From an optimization exercise on the open Yosys and OpenROAD flow, aimed at small area, a short achievable clock period and few clock cycles per item; shortcuts taken in it are not production practice. At most, simulation tests tie the RTL to the original design; equivalence was not proved.

## ignition_advance_curve_lookup
module ignition_advance_curve_lookup (
  input  logic        clk,
  input  logic        rst,
  input  logic        write_enable,
  input  logic [1:0]  write_index,
  input  logic [15:0] write_data,
  input  logic        in_valid,
  output logic        in_stall,
  input  logic [15:0] engine_speed,
  output logic        out_valid,
  input  logic        out_stall,
  output logic [11:0] spark_advance,
  output logic [1:0]  speed_region
);
make LEC_CHECK=0 CAP_MARGIN=20 CORE_MARGIN=2 CORE_UTILIZATION=40 SLEW_MARGIN=20 finish   # period 7.0 ns
run.sh (not shown) runs the stock make flow with config.mk's settings and CLKGATE_MAP_FILE= SYNTH_SCRIPT=/design/flow/synth_recipe.tcl, a recipe that flattens the netlist after the stock synthesis.
The starting point completed without violations.
Testbench counts at the start, summed over its fixed seeds: cycles 9,640, items 9,600.
Then changed:
--- a/flow/design.v
+++ b/flow/design.v
@@ -111,13 +111,16 @@
       b_delta  <= a_s - lo11;
       b_region <= a_region;
     end
   end
   logic [2:0]  asel;
   logic [3:0]  bsel;
+  logic        w66, bneg;
   logic [14:0] pa, pb;
+  logic [5:0]  s9, s10;
+  logic [16:0] x, v;
   always_comb begin
     case (b_seg)
       4'd0: begin asel = 3'b010; bsel = 4'b0010; end
       4'd1: begin asel = 3'b100; bsel = 4'b0100; end
       4'd2: begin asel = 3'b100; bsel = 4'b0100; end
       4'd3: begin asel = 3'b010; bsel = 4'b1000; end
@@ -132,35 +135,14 @@
       4'd12: begin asel = 3'b010; bsel = 4'b0010; end
       4'd13: begin asel = 3'b001; bsel = 4'b0001; end
       4'd14: begin asel = 3'b000; bsel = 4'b0000; end
       default: begin asel = 3'b000; bsel = 4'b0000; end
     endcase
   end
-  assign pa = ({15{asel[0]}} & 15'(b_delta)) | ({15{asel[1]}} & (15'(b_delta) << 1))
-            | ({15{asel[2]}} & (15'(b_delta) << 2));
-  assign pb = ({15{bsel[0]}} & (15'(b_delta) << 1)) | ({15{bsel[1]}} & (15'(b_delta) << 2))
-            | ({15{bsel[2]}} & (15'(b_delta) << 3)) | ({15{bsel[3]}} & (15'(b_delta) << 4));
-  logic        c_valid;
-  logic [3:0]  c_seg;
-  logic [14:0] c_p;
-  logic [1:0]  c_region;
-  always_ff @(posedge clk) begin
-    if (rst)     c_valid <= 1'b0;
-    else if (en) c_valid <= b_valid;
-  end
-  always_ff @(posedge clk) begin
-    if (en) begin
-      c_seg    <= b_seg;
-      c_p      <= pa + pb;
-      c_region <= b_region;
-    end
-  end
-  logic        w66, bneg;
-  logic [16:0] v;
   always_comb begin
-    case (c_seg)
+    case (b_seg)
       4'd0: begin w66 = 1'b1; bneg = 1'b0; end
       4'd1: begin w66 = 1'b0; bneg = 1'b1; end
       4'd2: begin w66 = 1'b0; bneg = 1'b1; end
       4'd3: begin w66 = 1'b1; bneg = 1'b0; end
       4'd4: begin w66 = 1'b0; bneg = 1'b1; end
       4'd5: begin w66 = 1'b0; bneg = 1'b1; end
@@ -173,27 +155,33 @@
       4'd12: begin w66 = 1'b1; bneg = 1'b0; end
       4'd13: begin w66 = 1'b0; bneg = 1'b0; end
       4'd14: begin w66 = 1'b0; bneg = 1'b0; end
       default: begin w66 = 1'b0; bneg = 1'b0; end
     endcase
   end
-  assign v = w66 ? {c_p, 2'b00} + 17'(c_p[14:9]) + 17'(c_p[14:10])
-                 : {c_p, 2'b00} - 17'(c_p[14:10]) - (bneg ? 17'd3 : 17'd0);
+  assign pa = ({15{asel[0]}} & 15'(b_delta)) | ({15{asel[1]}} & (15'(b_delta) << 1))
+            | ({15{asel[2]}} & (15'(b_delta) << 2));
+  assign pb = ({15{bsel[0]}} & (15'(b_delta) << 1)) | ({15{bsel[1]}} & (15'(b_delta) << 2))
+            | ({15{bsel[2]}} & (15'(b_delta) << 3)) | ({15{bsel[3]}} & (15'(b_delta) << 4));
+  assign s9  = 6'(pa[14:9]) + 6'(pb[14:9]);
+  assign s10 = 6'(pa[14:10]) + 6'(pb[14:10]);
+  assign x   = w66 ? 17'(s9) + 17'(s10) : 17'd0 - 17'(s10) - (bneg ? 17'd4 : 17'd0);
+  assign v   = {pa, 2'b00} + {pb, 2'b00} + x;
   logic        d_valid;
   logic [3:0]  d_seg;
   logic [7:0]  d_y;
   logic [1:0]  d_region;
   always_ff @(posedge clk) begin
     if (rst)     d_valid <= 1'b0;
-    else if (en) d_valid <= c_valid;
+    else if (en) d_valid <= b_valid;
   end
   always_ff @(posedge clk) begin
     if (en) begin
-      d_seg    <= c_seg;
+      d_seg    <= b_seg;
       d_y      <= v[16:9];
-      d_region <= c_region;
+      d_region <= b_region;
     end
   end
   logic [8:0]  c_lo;
   logic [11:0] adv;
   always_comb begin
     case (d_seg)
After rerunning: Via count is higher by 2.1%. Wire length climbs by 3.9%. Setup slack gets worse by 2.6 ns. Final cell count is unchanged. Final area drops by 3.7%. Non-clock buffer count went up by 18.
Only the layout flow was run in the second run of this note; the RTL was not checked for function there.

* * *

== delta ==
Another version of the RTL of ignition_advance_curve_lookup (not shown whole).
For scale: roughly 150 flip-flops.
Design ignition_advance_curve_lookup, start of the top module:
module ignition_advance_curve_lookup (
  input  logic        clk,
  input  logic        rst,
  input  logic        write_enable,
  input  logic [1:0]  write_index,
  input  logic [15:0] write_data,
  input  logic        in_valid,
  output logic        in_stall,
  input  logic [15:0] engine_speed,
  output logic        out_valid,
  input  logic        out_stall,
  output logic [11:0] spark_advance,
  output logic [1:0]  speed_region
);
  logic [11:0] cranking_advance;
  logic [11:0] top_advance;
  logic [15:0] cranking_speed_limit;
  always_ff @(posedge clk) begin
    if (rst) begin
      cranking_advance     <= 12'd50;
      top_advance          <= 12'd350;
      cranking_speed_limit <= 16'd500;
    end else if (write_enable) begin
      case (write_index)
        2'd0: cranking_advance     <= write_data[11:0];
        2'd1: top_advance          <= write_data[11:0];
        2'd2: cranking_speed_limit <= write_data;
        default: ;
      endcase
    end
  end
  logic        en;
  logic [15:0] s;
  assign en       = !(out_valid && out_stall);
  assign in_stall = !en;
  assign s        = engine_speed;
  logic [13:0] s14;
  logic [3:0]  seg;
  logic [1:0]  region;
  assign s14 = s[13:0];    
  always_comb begin
    seg = 4'd0;
    if (s14 >= 14'd1067) seg = 4'd1;
    if (s14 >= 14'd2134) seg = 4'd2;
    if (s14 >= 14'd3200) seg = 4'd3;
    if (s14 >= 14'd4267) seg = 4'd4;
    if (s14 >= 14'd5334) seg = 4'd5;
    if (s14 >= 14'd6400) seg = 4'd6;
    if (s14 >= 14'd7467) seg = 4'd7;
    if (s14 >= 14'd8534) seg = 4'd8;
    if (s14 >= 14'd9600) seg = 4'd9;
    if (s14 >= 14'd10667) seg = 4'd10;
    if (s14 >= 14'd11734) seg = 4'd11;
    if (s14 >= 14'd12800) seg = 4'd12;
    if (s14 >= 14'd13867) seg = 4'd13;
    if (s14 >= 14'd14934) seg = 4'd14;
  end
  always_comb begin
    if (s < cranking_speed_limit)  region = 2'd0;
    else if (s >= 16'd16000)       region = 2'd2;
    else                           region = 2'd1;
  end
  logic        a_valid;
  logic [3:0]  a_seg;
  logic [10:0] a_s;
  logic [1:0]  a_region;
  always_ff @(posedge clk) begin
    if (rst)     a_valid <= 1'b0;
    else if (en) a_valid <= in_valid;
  end
  always_ff @(posedge clk) begin
    if (en) begin
      a_seg    <= seg;
      a_s      <= s[10:0];
      a_region <= region;
    end
  end
  logic [10:0] lo11;
  always_comb begin
    case (a_seg)
  ...
Settings: LEC_CHECK=0, CAP_MARGIN=20, CORE_MARGIN=2, CORE_UTILIZATION=40, SETUP_SLACK_MARGIN=3.3, SLEW_MARGIN=20; clock period 7.0 ns.
Testbench counts of delta, summed over its fixed seeds: cycles 9,640, items 9,600.
Relative to delta, the following input files were edited for gamma:
--- a/flow/design.v
+++ b/flow/design.v
@@ -135,31 +135,17 @@
     endcase
   end
   assign pa = ({15{asel[0]}} & 15'(b_delta)) | ({15{asel[1]}} & (15'(b_delta) << 1))
             | ({15{asel[2]}} & (15'(b_delta) << 2));
   assign pb = ({15{bsel[0]}} & (15'(b_delta) << 1)) | ({15{bsel[1]}} & (15'(b_delta) << 2))
             | ({15{bsel[2]}} & (15'(b_delta) << 3)) | ({15{bsel[3]}} & (15'(b_delta) << 4));
-  logic        c_valid;
-  logic [3:0]  c_seg;
-  logic [14:0] c_p;
-  logic [1:0]  c_region;
-  always_ff @(posedge clk) begin
-    if (rst)     c_valid <= 1'b0;
-    else if (en) c_valid <= b_valid;
-  end
-  always_ff @(posedge clk) begin
-    if (en) begin
-      c_seg    <= b_seg;
-      c_p      <= pa + pb;
-      c_region <= b_region;
-    end
-  end
   logic        w66, bneg;
-  logic [16:0] v;
+  logic [5:0]  s9, s10;
+  logic [6:0]  corr;
   always_comb begin
-    case (c_seg)
+    case (b_seg)
       4'd0: begin w66 = 1'b1; bneg = 1'b0; end
       4'd1: begin w66 = 1'b0; bneg = 1'b1; end
       4'd2: begin w66 = 1'b0; bneg = 1'b1; end
       4'd3: begin w66 = 1'b1; bneg = 1'b0; end
       4'd4: begin w66 = 1'b0; bneg = 1'b1; end
       4'd5: begin w66 = 1'b0; bneg = 1'b1; end
@@ -172,14 +158,34 @@
       4'd12: begin w66 = 1'b1; bneg = 1'b0; end
       4'd13: begin w66 = 1'b0; bneg = 1'b0; end
       4'd14: begin w66 = 1'b0; bneg = 1'b0; end
       default: begin w66 = 1'b0; bneg = 1'b0; end
     endcase
   end
-  assign v = w66 ? {c_p, 2'b00} + 17'(c_p[14:9]) + 17'(c_p[14:10])
-                 : {c_p, 2'b00} - 17'(c_p[14:10]) - (bneg ? 17'd3 : 17'd0);
+  assign s9   = 6'(pa[14:9]) + 6'(pb[14:9]);
+  assign s10  = 6'(pa[14:10]) + 6'(pb[14:10]);
+  assign corr = w66 ? 7'(s9) + 7'(s10) : 7'd0 - 7'(s10) - (bneg ? 7'd4 : 7'd0);
+  logic        c_valid;
+  logic [3:0]  c_seg;
+  logic [14:0] c_p;
+  logic [6:0]  c_corr;
+  logic [1:0]  c_region;
+  always_ff @(posedge clk) begin
+    if (rst)     c_valid <= 1'b0;
+    else if (en) c_valid <= b_valid;
+  end
+  always_ff @(posedge clk) begin
+    if (en) begin
+      c_seg    <= b_seg;
+      c_p      <= pa + pb;
+      c_corr   <= corr;
+      c_region <= b_region;
+    end
+  end
+  logic [16:0] v;
+  assign v = {c_p, 2'b00} + {{10{c_corr[6]}}, c_corr};
   logic        d_valid;
   logic [3:0]  d_seg;
   logic [7:0]  d_y;
   logic [1:0]  d_region;
   always_ff @(posedge clk) begin
     if (rst)     d_valid <= 1'b0;
- Data arrival at the endpoint of the critical path: gamma vs delta down 1.71 ns
- Taking delta as the reference, in gamma sequential share of cell area increased 0.34 points, layout buffer count excluding clock buffers decreased 12.
- In gamma relative to delta, count of distinct cell types in the synthesized netlist had gone up by more than 10%.
- Against delta, detailed-route via count in gamma came out worse.
- Comparing clock-buffer cell count for gamma and delta, the smaller number came from delta.
For gamma, only the layout was checked, not whether the RTL still works.

## port drivers added, routing unchanged
The flow's constraints put no driver on any port. The routed layouts listed below were extracted and timed again, unchanged, in two steps. Step 1: set_driving_cell puts a clkbuf_16 on clk and a buf_2 on each other input, an assumption about the parent block. Step 2 moves the port delays by t, midway between the first and last clock arrival at a register: inputs arrive t later, outputs are due t later. That takes back most of the time a late clock gives input paths. Slacks: ideal / step 1 / step 2; pairs: ideal / step 1.
run	shift t [ns]	slack for setup (ns)	hold WS [ns]
the first run of note 1	0.474	2.947 / 2.947 / 2.947	0.423 / 0.423 / 0.423
the second run of note 1	0.466	0.324 / 0.324 / 0.324	0.421 / 0.421 / 0.421
delta	0.476	3.357 / 3.357 / 3.002	0.423 / 0.423 / 0.423
gamma	0.462	3.352 / 3.324 / 3.034	0.419 / 0.419 / 0.419
After both steps every run listed still meets setup and hold. The setup slack of delta, which loses most, moves by 0.000 ns with the drivers and by -0.355 ns with both steps.
